Background: an optimization exercise with open tools, aiming at small area. Do not read the settings as production practice. Only simulation tests tie the RTL to the original design; equivalence was not proved. No activity file was given, so power comes from the tool's default toggle rates.

### flow/config.mk
export PLATFORM = sky130hd
export DESIGN_NAME = l1_dcache_ctrl
export DESIGN_NICKNAME = l1_dcache_ctrl
export VERILOG_FILES = /design/flow/design.v
export SDC_FILE = /design/flow/constraint.sdc
export NUM_CORES = 4
export LEC_CHECK = 0
export CAP_MARGIN = 20
export CORE_MARGIN = 2
export CORE_UTILIZATION = 55
export SLEW_MARGIN = 20
export SYNTH_HIERARCHICAL = 1
### flow/constraint.sdc
create_clock -name core_clock -period 10.0 [get_ports {clk}]
set_input_delay 2.0000 -clock core_clock [delete_from_list [all_inputs] [get_ports {clk}]]
set_output_delay 2.0000 -clock core_clock [all_outputs]
set_load 0.01 [all_outputs]
### flow/design.v
module dc_aoi222 (
  input  logic [2:0] d,
  input  logic [2:0] s,
  output logic       y
);
  assign y = ~|(d & s);
endmodule
module dc_nand2 (
  input  logic d,
  input  logic s,
  output logic y
);
  assign y = ~(d & s);
endmodule
module dc_and3 (
  input  logic [2:0] a,
  output logic       y
);
  assign y = &a;
endmodule
module dc_nand4 (
  input  logic [3:0] a,
  output logic       y
);
  assign y = ~&a;
endmodule
module dc_nor2 (
  input  logic a,
  input  logic b,
  output logic y
);
  assign y = ~(a | b);
endmodule
module dc_hold (
  input  logic en,
  input  logic en_n,
  input  logic d,
  input  logic q,
  output logic y
);
  assign y = (en & d) | (en_n & q);
endmodule
module dc_sel4 (
  input  logic [3:0] d,
  input  logic [3:0] s,
  output logic       y
);
  logic [1:0] t;
  dc_aoi222 u0 (.d(d[2:0]), .s(s[2:0]), .y(t[0]));
  dc_nand2  u1 (.d(d[3]),   .s(s[3]),   .y(t[1]));
  dc_nand2  u2 (.d(t[0]),   .s(t[1]),   .y(y));
endmodule
module dc_sel16 (
  input  logic [15:0] d,
  input  logic [15:0] s,
  output logic        y
);
  logic [5:0] t;
  logic       u;
  dc_aoi222 u0 (.d(d[2:0]),   .s(s[2:0]),   .y(t[0]));
  dc_aoi222 u1 (.d(d[5:3]),   .s(s[5:3]),   .y(t[1]));
  dc_aoi222 u2 (.d(d[8:6]),   .s(s[8:6]),   .y(t[2]));
  dc_aoi222 u3 (.d(d[11:9]),  .s(s[11:9]),  .y(t[3]));
  dc_aoi222 u4 (.d(d[14:12]), .s(s[14:12]), .y(t[4]));
  dc_nand2  u5 (.d(d[15]),    .s(s[15]),    .y(t[5]));
  dc_and3   u6 (.a(t[2:0]), .y(u));
  dc_nand4  u7 (.a({u, t[5:3]}), .y(y));
endmodule
module l1_dcache_ctrl #(
  parameter int ADDR_WIDTH = 32,
  parameter int DATA_WIDTH = 32,
  parameter int LINE_WORDS = 4,
  parameter int NUM_LINES  = 16
) (
  input  logic                             clk,
  input  logic                             rst,
  input  logic                             cpu_req,
  input  logic                             cpu_we,
  input  logic [ADDR_WIDTH-1:0]            cpu_addr,
  input  logic [DATA_WIDTH-1:0]            cpu_wdata,
  input  logic [DATA_WIDTH/8-1:0]          cpu_wstrb,
  output logic [DATA_WIDTH-1:0]            cpu_rdata,
  output logic                             mem_stall,
  output logic                             mem_req,
  output logic                             mem_we,
  output logic [ADDR_WIDTH-1:0]            mem_addr,
  output logic [DATA_WIDTH*LINE_WORDS-1:0] mem_wdata,
  input  logic [DATA_WIDTH*LINE_WORDS-1:0] mem_rdata,
  input  logic                             mem_ack
);
  localparam int NB     = DATA_WIDTH / 8;
  localparam int BOFF_W = $clog2(NB);
  localparam int OFF_W  = $clog2(LINE_WORDS);
  localparam int IDX_W  = $clog2(NUM_LINES);
  localparam int LO_W   = BOFF_W + OFF_W;
  localparam int TAG_W  = ADDR_WIDTH - LO_W - IDX_W;
  localparam int LINE_W = DATA_WIDTH * LINE_WORDS;
  logic busy;
  logic wb;
  logic [NUM_LINES-1:0] valid;
  logic [NUM_LINES-1:0] dirty;
  logic [TAG_W-1:0]     tag_arr  [NUM_LINES];
  logic [LINE_W-1:0]    data_arr [NUM_LINES];
  logic [OFF_W-1:0]  word_sel;
  logic [IDX_W-1:0]  idx;
  logic [TAG_W-1:0]  addr_tag;
  logic [TAG_W-1:0]  cur_tag;
  logic [LINE_W-1:0] cur_line;
  logic [LINE_W-1:0] wr_data;
  logic              hit;
  logic              fill;
  logic              store;
  logic              to_alloc;
  assign word_sel = cpu_addr[BOFF_W +: OFF_W];
  assign idx      = cpu_addr[LO_W +: IDX_W];
  assign addr_tag = cpu_addr[ADDR_WIDTH-1 -: TAG_W];
  logic [NUM_LINES-1:0] sel;
  always_comb begin
    sel      = '0;
    sel[idx] = 1'b1;
  end
  for (genvar i = 0; i < LINE_W; i++) begin : g_rd
    logic [NUM_LINES-1:0] col;
    for (genvar l = 0; l < NUM_LINES; l++) begin : g_col
      assign col[l] = data_arr[l][i];
    end
    dc_sel16 u_sel (.d(col), .s(sel), .y(cur_line[i]));
  end
  for (genvar i = 0; i < TAG_W; i++) begin : g_tg
    logic [NUM_LINES-1:0] col;
    for (genvar l = 0; l < NUM_LINES; l++) begin : g_col
      assign col[l] = tag_arr[l][i];
    end
    dc_sel16 u_sel (.d(col), .s(sel), .y(cur_tag[i]));
  end
  assign hit      = cpu_req & valid[idx] & (cur_tag == addr_tag);
  logic [LINE_WORDS-1:0] wsel;
  always_comb begin
    wsel           = '0;
    wsel[word_sel] = 1'b1;
  end
  for (genvar i = 0; i < DATA_WIDTH; i++) begin : g_wd
    logic [LINE_WORDS-1:0] col;
    for (genvar w = 0; w < LINE_WORDS; w++) begin : g_col
      assign col[w] = cur_line[w*DATA_WIDTH + i];
    end
    dc_sel4 u_sel (.d(col), .s(wsel), .y(cpu_rdata[i]));
  end
  assign mem_stall = ~rst & (busy | (cpu_req & ~hit));
  assign mem_req   = busy;
  assign mem_we    = wb;
  assign mem_addr  = {cur_tag, idx, {LO_W{1'b0}}};
  assign mem_wdata = cur_line;
  assign fill    = busy & ~wb & mem_ack;
  assign to_alloc = busy ? (wb & mem_ack) : (cpu_req & ~hit & ~dirty[idx]);
  assign store   = ~busy & hit & cpu_we;
  assign wr_data = busy ? mem_rdata : {LINE_WORDS{cpu_wdata}};
  logic [LINE_WORDS*NB-1:0]            ben;
  logic [LINE_WORDS*NB-1:0]            ben_n;
  logic                                ten_n;
  logic [NUM_LINES-1:0]                tag_we;
  logic [NUM_LINES-1:0]                tag_we_n;
  logic [NUM_LINES*LINE_WORDS*NB-1:0]  data_we;
  logic [NUM_LINES*LINE_WORDS*NB-1:0]  data_we_n;
  always_comb begin
    for (int w = 0; w < LINE_WORDS; w++)
      for (int b = 0; b < NB; b++)
        ben[w*NB+b] = fill | (store & wsel[w] & cpu_wstrb[b]);
  end
  assign ben_n = ~ben;
  assign ten_n = ~to_alloc;
  for (genvar l = 0; l < NUM_LINES; l++) begin : g_we
    dc_nor2  u_t  (.a(~sel[l]), .b(ten_n), .y(tag_we[l]));
    dc_nand2 u_tn (.d(sel[l]), .s(to_alloc), .y(tag_we_n[l]));
    for (genvar j = 0; j < LINE_WORDS*NB; j++) begin : g_b
      dc_nor2  u_d  (.a(~sel[l]), .b(ben_n[j]), .y(data_we[l*LINE_WORDS*NB+j]));
      dc_nand2 u_dn (.d(sel[l]), .s(ben[j]), .y(data_we_n[l*LINE_WORDS*NB+j]));
    end
  end
  logic [TAG_W-1:0]  tag_nx  [NUM_LINES];
  logic [LINE_W-1:0] data_nx [NUM_LINES];
  for (genvar l = 0; l < NUM_LINES; l++) begin : g_nx
    for (genvar i = 0; i < TAG_W; i++) begin : g_t
      dc_hold u_h (.en(tag_we[l]), .en_n(tag_we_n[l]), .d(addr_tag[i]),
                   .q(tag_arr[l][i]), .y(tag_nx[l][i]));
    end
    for (genvar i = 0; i < LINE_W; i++) begin : g_d
      dc_hold u_h (.en(data_we[l*LINE_WORDS*NB+i/8]), .en_n(data_we_n[l*LINE_WORDS*NB+i/8]),
                   .d(wr_data[i]), .q(data_arr[l][i]), .y(data_nx[l][i]));
    end
  end
  always_ff @(posedge clk) begin
    for (int l = 0; l < NUM_LINES; l++) begin
      tag_arr[l]  <= tag_nx[l];
      data_arr[l] <= data_nx[l];
    end
  end
  always_ff @(posedge clk or posedge rst) begin
    if (rst) begin
      busy  <= 1'b0;
      wb    <= 1'b0;
      valid <= '0;
      dirty <= '0;
    end else begin
      if (busy) begin
        if (mem_ack) begin
          wb <= 1'b0;
          if (!wb) busy <= 1'b0;
        end
      end else begin
        wb <= dirty[idx];
        if (cpu_req && !hit) busy <= 1'b1;
      end
      if (fill) begin
        valid[idx] <= 1'b1;
        dirty[idx] <= 1'b0;
      end else if (store) begin
        dirty[idx] <= 1'b1;
      end
    end
  end
endmodule
### flow/flow/run.sh
#!/bin/bash
set -euo pipefail
export BUFFER_PORTS_ARGS="-buffer_cell sky130_fd_sc_hd__buf_1"
export CTS_ARGS="-sink_clustering_enable -repair_clock_nets -dont_use_dummy_load -buf_list {sky130_fd_sc_hd__buf_6 sky130_fd_sc_hd__buf_8} -root_buf sky130_fd_sc_hd__buf_8 -sink_clustering_buffer sky130_fd_sc_hd__buf_6 -sink_buffer_max_cap_derate 0.04 -sink_clustering_size 16 -sink_clustering_max_diameter 60"
bash standard.sh > standard_flow.log 2>&1
### flow/standard.sh
#!/bin/bash
# synth_recipe.tcl (not shown) runs the flow's synth.tcl, then flattens the netlist and writes it again
# the make line also repeats each setting of config.mk as NAME=value (left out here)
make -C /OpenROAD-flow-scripts/flow DESIGN_CONFIG=/design/flow/config.mk WORK_HOME=/design/flow/orfs CLKGATE_MAP_FILE= SYNTH_SCRIPT=/design/flow/synth_recipe.tcl "${@:-finish}"
==> results.ini, run 1 <==
[setup_path]
cp-startpoint=cpu_addr[5]
r2r-start=tag_arr[6][21]$_DFF_P_
startpoint_type=input pin
critical-path-top-cell-by-count=buf_1
critical_path_class=in -> out
r2r.worst_path.cells=11
endpoint=mem_stall
crit_fanout=40
critPathArrivalTime_ps=7010
worst_r2r_endpoint=data_arr[12][49]$_DFF_P_
crit_chain=buf_1 -> inv_1 -> ha_1 -> nor2_1 -> nand3_2 -> inv_6 -> a222oi_1 -> and3_1 -> nand4_1 -> xnor2_1 -> nand2_1 -> nor4_2 -> a31oi_1 -> and2_1 -> buf_1
worstPathRequired_ps=8000
cpMaxStageDelayCell=nand3_2
setup.worst_path.end_class=output pin
reg2reg_slack_ps=4440
max_stage_delay_ps=690

[timing]
fin_setup_tns_ps=0
fin_crit_sh=0.901
max_slew_margin=0.226
timing.fmax_ghz=0.111
fin_skew_ps=69.1
slew_violations=0
setup_viol=0
whs_ps=469
period_minus_slack_ps=9010
tightest_slew_ps=1160
hold_viol=0
rsz0062_at_grt=no

[global_routing]
grt_pass1_vias=71000
overflow=0
grt_usage=0.384
grt_max_degree=110
grt_antenna_before_repair=17
grt_pass1_wl_um=473000

[clock_network]
clock-sinks=2466
ctsLongestPathBuffers=3
holdBufCountCts=0
htree_num_levels=4
cts.reportedPaths.clkPinSlew_ps=110
cts_buffers=180
cts_tree=built
insertion_delay_ps=860
cts_resized=0
postCtsSetupRepairBufs=0
cts-root-buf=buf_8

[power_and_ir_drop]
total_power_mw=23.9
powerDensity_nw_per_um2=255
ir_worst_vdd_v=0.000176
p_leak_nw=37.8

[synth]
synth_flop_cell=dfxtp_1
yosysSeqAreaShare=0.572
netlist_instances=7343
synth.cell_area_sq_um=86700
synthTopCellsByArea=dfxtp_1, a22o_1, a222oi_1
async_reset_ff_frac=0.0138
ys_warn_count=13
ys_ff_latch=2466
yosysTopAreaCell=dfxtp_1
synth_edf_count=0
synth_top_area_share=0.562
synth_cell_types=48
postSynthAreaPerCell_sq_um=11.8

[route]
vias=75100
drt_pass1_iterations=11
viasPerCell=7.48
drtIter0Drc=13100
drc=0
antenna_left=0
wl_um=325000
wl_per_cell_um=32.4

[status]
status=no timing/DRC/antenna violations

[finish]
post_layout_nonfiller_instances=10000
nets=8181
drive_gt1_frac=0.0475
fill_cells=13200
multiInputGateArea_sq_um=36900
regArea_sq_um=49500
area_growth_pct=8.20

[die]
dieArea_sq_um=161000
core-area_sq_um=156000
ioPinCount=396
core.rowCount=145
die_h_um=401
fp.dieW_um=401
initial_core_util=0.554

[job]
drv_cap=0

[worst_hold_path]
min_path_cells=1
min_path_type=reg -> reg

[placement]
place_congestion=0.878
dp.cells=9851
port_buffers=389
dpl.hpwl_um=199000

logic make-up (layout without fill, tap and decap cells):
family / Yosys count / after routing / share of synthesized area
flops: 2466 / 2466 / 0.572
fa+ha+maj: 4 / 4 / 0.000578
other cells: 1 / 19 / 0.0000433
buf+inv: 88 / 716 / 0.00463
simple gates: 1434 / 1434 / 0.0729
mux: 15 / 15 / 0.00302
compound gates: 3311 / 3311 / 0.345
xor+xnor: 24 / 24 / 0.00243
cells in the mapped netlist (4+ instances only):
master	n
a31oi_2	9
nand2_1	777
xnor2_1	24
nor2b_1	4
nand4_1	157
clkbuf_1	30
and3_1	154
nor2_1	280
o21ai_0	18
inv_1	35
a221oi_1	7
dfrtp_1	34
nand3_1	14
mux4_2	5
buf_1	6
a31oi_1	8
o21bai_1	9
a21oi_1	14
dfxtp_1	2432
a222oi_1	792
a22o_1	2433
nand2b_1	38
buf_2	5
a21o_1	8
buf_4	9
ha_1	4
mux2i_1	7
critical path, delay by kind of cell:
kind	cells	cell delay (ps)
and+or+nand+nor	7	2700
buffers and inverters	4	1240
AOI/OAI and AO/OA	2	460
adders and majority gates	1	290
xor gates and xnor gates	1	270
Yosys stat by module (local to each module, per instance), excerpt:
module / cells inside / flops+latches
dc_and3: 1 / 0
dc_nand4: 1 / 0
dc_nand2: 1 / 0
dc_aoi222: 1 / 0
dc_nor2: 1 / 0
dc_hold: 1 / 0
l1_dcache_ctrl: 3055 / 2466
per-stage QoR:
step,setup WS (ps),area [sq um],utilization
finish,985,93800,0.600
global placement,961,91600,0.586
detailed placement,925,91600,0.586
global route,1070,93700,0.599
floorplan,0.0702,86700,-
CTS,1190,93700,0.599
flip-flops by register name, indices dropped and copies added (netlist names), named ones only:
name      flops
valid        16
data_arr   2048
tag_arr     384
busy          1
wb            1
layout make-up:
cell class                      instances  area share
Sequential cell                      2466       0.528
Multi-Input combinational cell       4792       0.394
Tap cell                             2058      0.0275
Timing Repair Buffer                  501      0.0255
Clock buffer                          180      0.0223
Inverter                               35     0.00239
Antenna cell                           15    0.000400
power by group:
group	internal, mW	switching (mW)
Clock	1.44	3.14
Combinational	2.34	2.71
Sequential	12.7	1.56
Total	16.5	7.42
metal layers:
layer	track usage	part of all wire	wire length, um	vias up
li1	-	-	-	32200
met1	0.532	0.41	132000	37300
met2	0.559	0.43	139000	4882
met3	0.101	0.12	39500	741
met4	0.173	0.048	15500	10
met5	0	0.00017	56	-
worst min path at each step:
stage	start	endpoint	slack (ps)
global placement	valid[13]$_DFFE_PP0P_	valid[13]$_DFFE_PP0P_	430
floorplan	valid[13]$_DFFE_PP0P_	valid[13]$_DFFE_PP0P_	420
detailed placement	valid[11]$_DFFE_PP0P_	valid[11]$_DFFE_PP0P_	440
global route	valid[10]$_DFFE_PP0P_	valid[10]$_DFFE_PP0P_	480
finish	valid[11]$_DFFE_PP0P_	valid[11]$_DFFE_PP0P_	470
CTS	valid[11]$_DFFE_PP0P_	valid[11]$_DFFE_PP0P_	470
cells in the final DEF (no fill, tap or decap), types with 24 or more instances in the layout:
cell / count
dfxtp_1: 2432
buf_1: 389
and3_1: 154
buf_4: 104
nand4_1: 157
nand2b_1: 38
a22o_1: 2433
nor2_1: 262
a222oi_1: 792
xnor2_1: 24
buf_6: 163
nand2_1: 761
dfrtp_1: 33
==> run 2, diff against run 1 <==
--- a/flow/design.v
+++ b/flow/design.v
@@ -135,3 +135,7 @@
   end
-  assign hit      = cpu_req & valid[idx] & (cur_tag == addr_tag);
+  logic cur_valid;
+  logic cur_dirty;
+  dc_sel16 u_valid (.d(valid), .s(sel), .y(cur_valid));
+  dc_sel16 u_dirty (.d(dirty), .s(sel), .y(cur_dirty));
+  assign hit      = cpu_req & cur_valid & (cur_tag == addr_tag);
   logic [LINE_WORDS-1:0] wsel;
@@ -154,3 +158,3 @@
   assign fill    = busy & ~wb & mem_ack;
-  assign to_alloc = busy ? (wb & mem_ack) : (cpu_req & ~hit & ~dirty[idx]);
+  assign to_alloc = busy ? (wb & mem_ack) : (cpu_req & ~hit & ~cur_dirty);
   assign store   = ~busy & hit & cpu_we;
@@ -210,3 +214,3 @@
       end else begin
-        wb <= dirty[idx];
+        wb <= cur_dirty;
         if (cpu_req && !hit) busy <= 1'b1;
--- a/flow/config.mk
+++ b/flow/config.mk
@@ -7,6 +7,6 @@
 export LEC_CHECK = 0
-export CAP_MARGIN = 20
+export CAP_MARGIN = 5
 export CORE_MARGIN = 2
 export CORE_UTILIZATION = 55
-export SLEW_MARGIN = 20
+export SLEW_MARGIN = 5
 export SYNTH_HIERARCHICAL = 1
==> results.ini, run 2 <==
[timing]
tightest_slew_ps=1250  ; +91.3 ps
fin_setup_tns_ps=0  ; unchanged
fin_skew_ps=89.9  ; +20.8 ps
fin_ws_ps=772  ; -213 ps
period_minus_slack_ps=9230  ; +213 ps
slew_violations=0  ; unchanged
fin_crit_sh=0.923  ; +0.0213
timing.fmax_ghz=0.108  ; -2.3%
rsz0062_at_grt=no
setup_viol=0  ; unchanged
max_slew_margin=0.163  ; -0.0629
hold_viol=0  ; unchanged

[clock_network]
cts_buffers=181  ; +0.56%
postCtsSetupRepairBufs=0  ; unchanged
insertion_delay_ps=860  ; about the same
cts_tree=built
htree_num_levels=4  ; unchanged
holdBufCountCts=0  ; unchanged
ctsLongestPathBuffers=3  ; unchanged
cts-root-buf=buf_8
clock-sinks=2466  ; unchanged
cts.reportedPaths.clkPinSlew_ps=70  ; -40 ps
cts_resized=0  ; unchanged

[route]
viasPerCell=7.50  ; +0.22%
wl_um=324000  ; -0.37%
drt_pass1_iterations=12  ; +1
vias=74900  ; -0.29%
wl_per_cell_um=32.4  ; +0.14%
drtIter0Drc=12700  ; -2.9%
antenna_left=0  ; unchanged
drc=0  ; unchanged

[synth]
synthTopCellsByCount=a22o_1, dfxtp_1, a222oi_1
synth_top_area_share=0.564  ; +0.00199
synth.most_common_cell=a22o_1
netlist_instances=7313  ; -0.41%
synth_cell_types=43  ; -10%
synthTopCellsByArea=dfxtp_1, a22o_1, a222oi_1
ys_warn_count=13  ; unchanged
ys_ff_latch=2466  ; unchanged
yosysTopAreaCell=dfxtp_1
yosysSeqAreaShare=0.574  ; +0.00202
synth_flop_cell=dfxtp_1
synth.cell_area_sq_um=86300  ; -0.35%
postSynthAreaPerCell_sq_um=11.8  ; about the same
async_reset_ff_frac=0.0138  ; unchanged
synth_edf_count=0  ; unchanged

[finish]
fin_area_sq_um=93300  ; -0.48%
top_regs=data_arr: 2048 flops, tag_arr: 384 flops, valid: 16 flops
mostFrequentLayoutCells=a22o_1, dfxtp_1, a222oi_1
post_layout_nonfiller_instances=9996  ; -0.51%
largest_register_ffs=2048  ; unchanged
fill_cells=13300  ; +0.46%
drive_gt1_frac=0.0446  ; -0.00289
top_register=data_arr
mostFrequentLayoutCell=a22o_1
area_growth_pct=8.06
nets=8138  ; -0.53%

[global_routing]
overflow=0  ; unchanged
grt_antenna_before_repair=16  ; -1
grt_usage=0.383  ; about the same
grt_max_degree=140  ; +27%
grt_pass1_vias=70300  ; -1.1%
grt_pass1_wl_um=471000  ; -0.59%

[placement]
placedInstanceArea_sq_um=91200  ; -0.45%
port_buffers=389  ; unchanged
dp.cells=9808  ; -0.44%
place_congestion=0.884  ; +0.67%
pre_cts_slack_ps=1130  ; +204 ps
dpl.hpwl_um=198000  ; -0.29%

[setup_path]
r2r-start=tag_arr[3][15]$_DFF_P_
reg2reg_slack_ps=5500  ; +1060 ps
critical_path_class=in -> out
crit_family=buffers and inverters
crit_fanout=108  ; +170%
cpMaxStageDelayCell=a222oi_1
critPathArrivalTime_ps=7230  ; +220 ps
crit_chain=buf_1 -> inv_1 -> ha_1 -> nand2_1 -> o21ai_0 -> a21o_1 -> nand2_2 -> buf_4 -> inv_6 -> buf_12 -> a222oi_1 -> and3_1 -> nand4_1 -> a222oi_1 -> nand2_1 -> buf_1
path_buf_inv=6  ; +2
max_stage_delay_ps=970  ; +280 ps
worst_r2r_endpoint=tag_arr[8][4]$_DFF_P_
setup.worst_path.end_class=output pin
worstPathRequired_ps=8000  ; about the same
startpoint_type=input pin
r2r.worst_path.cells=11  ; unchanged

[power_and_ir_drop]
p_int_mw=16.1  ; -2.6%
p_leak_nw=37.6  ; -0.49%
clkPwrFrac=0.200  ; +0.008
powerDensity_nw_per_um2=247  ; -3.0%
pwr-share-comb=0.195  ; -0.016
ir_worst_vdd_v=0.000176  ; -0.15%
power_switching_mw=7.02  ; -5.3%
pwr-share-seq=0.605  ; +0.008
switching_share=0.304  ; -0.00596

[status]
status=no timing/DRC/antenna violations

[die]
core.rowCount=145  ; unchanged
core-area_sq_um=156000  ; -0.23%
dieArea_sq_um=160000  ; -0.35%
ioPinCount=396  ; unchanged
fp.dieW_um=400  ; -0.17%
initial_core_util=0.553  ; -0.000668
die_h_um=400  ; -0.17%

[worst_hold_path]
min_path_cells=1  ; unchanged
worst_hold_startpoint=valid[10]$_DFFE_PP0P_
hold_end=valid[10]$_DFFE_PP0P_
min_path_type=reg -> reg

[job]
drv_cap=0  ; unchanged

[run 2: cell count changes in the layout (fill, tap and decap cells not counted), moves of 11 or more]
cell / change
a21oi_1: -12
a31o_2: +17
buf_4: -20
inv_1: -13
nand2_1: +22
nand2b_1: -20
nand3_1: +12
o211a_1: +13
o21ai_1: -11
[run 2: worst max path at each step]
stage,startpoint,end,slack [ps],depth (start not counted)
2_1_floorplan,cpu_addr[4],mem_stall,590,16
3_3_place_gp,cpu_addr[4],cpu_rdata[8],1190,15
3_5_place_dp,cpu_addr[4],cpu_rdata[3],1130,15
4_1_cts,cpu_addr[4],cpu_rdata[3],1130,15
5_1_grt,cpu_addr[5],cpu_rdata[15],740,16
6_report,cpu_addr[4],cpu_rdata[15],770,16
[run 2: power groups by stage]
| stage | clock [mW] | combinational [mW] | sequential (mW) |
|---|---|---|---|
| global route | 5.01 | 4.79 | 14.2 |
| CTS | 4.67 | 4.42 | 13.9 |
| finish | 4.62 | 4.51 | 14.0 |
| detailed placement | 0 | 4.40 | 14.1 |
| floorplan | 0 | 3.02 | 13.7 |
| global placement | 0 | 4.27 | 14.0 |
[run 2: cells by family (layout without fill, tap and decap cells)]
logic type	Yosys count	count (layout)	share of synthesized area
AO/OA/AOI/OAI	3310	3310	0.347
XOR/XNOR	24	24	0.00243
adder cells (fa/ha/maj)	4	4	0.000580
buffers and inverters	71	686	0.00377
flip-flops	2466	2466	0.574
multiplexers	1	1	0.000130
other	1	11	0.0000434
AND/OR/NAND/NOR	1436	1436	0.0726
[run 2: per-stage QoR]
step | utilization | power, mW | hold slack (ps)
CTS | 0.598 | 23.0 | 475
finish | 0.598 | 23.1 | 475
global route | 0.598 | 24.0 | 486
detailed placement | 0.584 | 18.5 | 452
global placement | 0.584 | 18.3 | 449
floorplan | - | 16.7 | 434
[run 2: Yosys stat by module (local to each module, per instance), excerpt]
module | times used | cells | flops+latches
dc_and3 | 154 | 1 | 0
dc_nand2 | 490 | 1 | 0
l1_dcache_ctrl | 1 | 3009 | 2466
dc_aoi222 | 802 | 1 | 0
dc_nand4 | 154 | 1 | 0
dc_hold | 2432 | 1 | 0
dc_nor2 | 272 | 1 | 0
[run 2: layer usage]
metal | track usage | wire [um]
met4 | 0.179 | 16300
met2 | 0.571 | 141000
met5 | 0 | 103
met1 | 0.529 | 128000
met3 | 0.0852 | 38100
[run 2: cell type report]
cell class / instances / area, sq um / share of cell area
Inverter: 23 / 176 / 0.00189
Tap cell: 2058 / 2570 / 0.0276
Clock buffer: 181 / 2100 / 0.0225
Antenna cell: 7 / 17.5 / 0.000188
Multi-Input combinational cell: 4779 / 36600 / 0.393
Timing Repair Buffer: 482 / 2270 / 0.0243
Sequential cell: 2466 / 49500 / 0.531

re-timing with driven ports:
Ports are ideal in the flow. The routed layouts listed here were re-timed in OpenROAD. Step 1 (the two cells are an assumption about what drives the block):
set clk [get_ports {clk}]
set_driving_cell -lib_cell sky130_fd_sc_hd__clkbuf_16 $clk
set_driving_cell -lib_cell sky130_fd_sc_hd__buf_2 [delete_from_list [all_inputs] $clk]
Step 2 moves the port delays by t, midway between the first and last clock arrival at a register: inputs arrive t later, outputs are due t later. That takes back most of the time a late clock gives input paths. Slacks: no drivers / after step 1 / after step 2; pairs: no drivers / after step 1.
run | shift t [ns] | slack for setup (ns) | hold slack, ns | worst setup path after step 2 | clock arrival spread, ns
run 1 | 0.910 | 0.985 / 0.954 / 0.591 | 0.469 / 0.469 / 0.469 | input to register | 0.070 / 0.070
run 2 | 0.898 | 0.772 / 0.747 / 0.747 | 0.475 / 0.475 / 0.475 | input to output | 0.099 / 0.100
After both steps setup and hold are still met in every run listed. For run 1, which loses most, drivers alone change the setup slack by -0.031 ns; drivers and shift together by -0.394 ns.
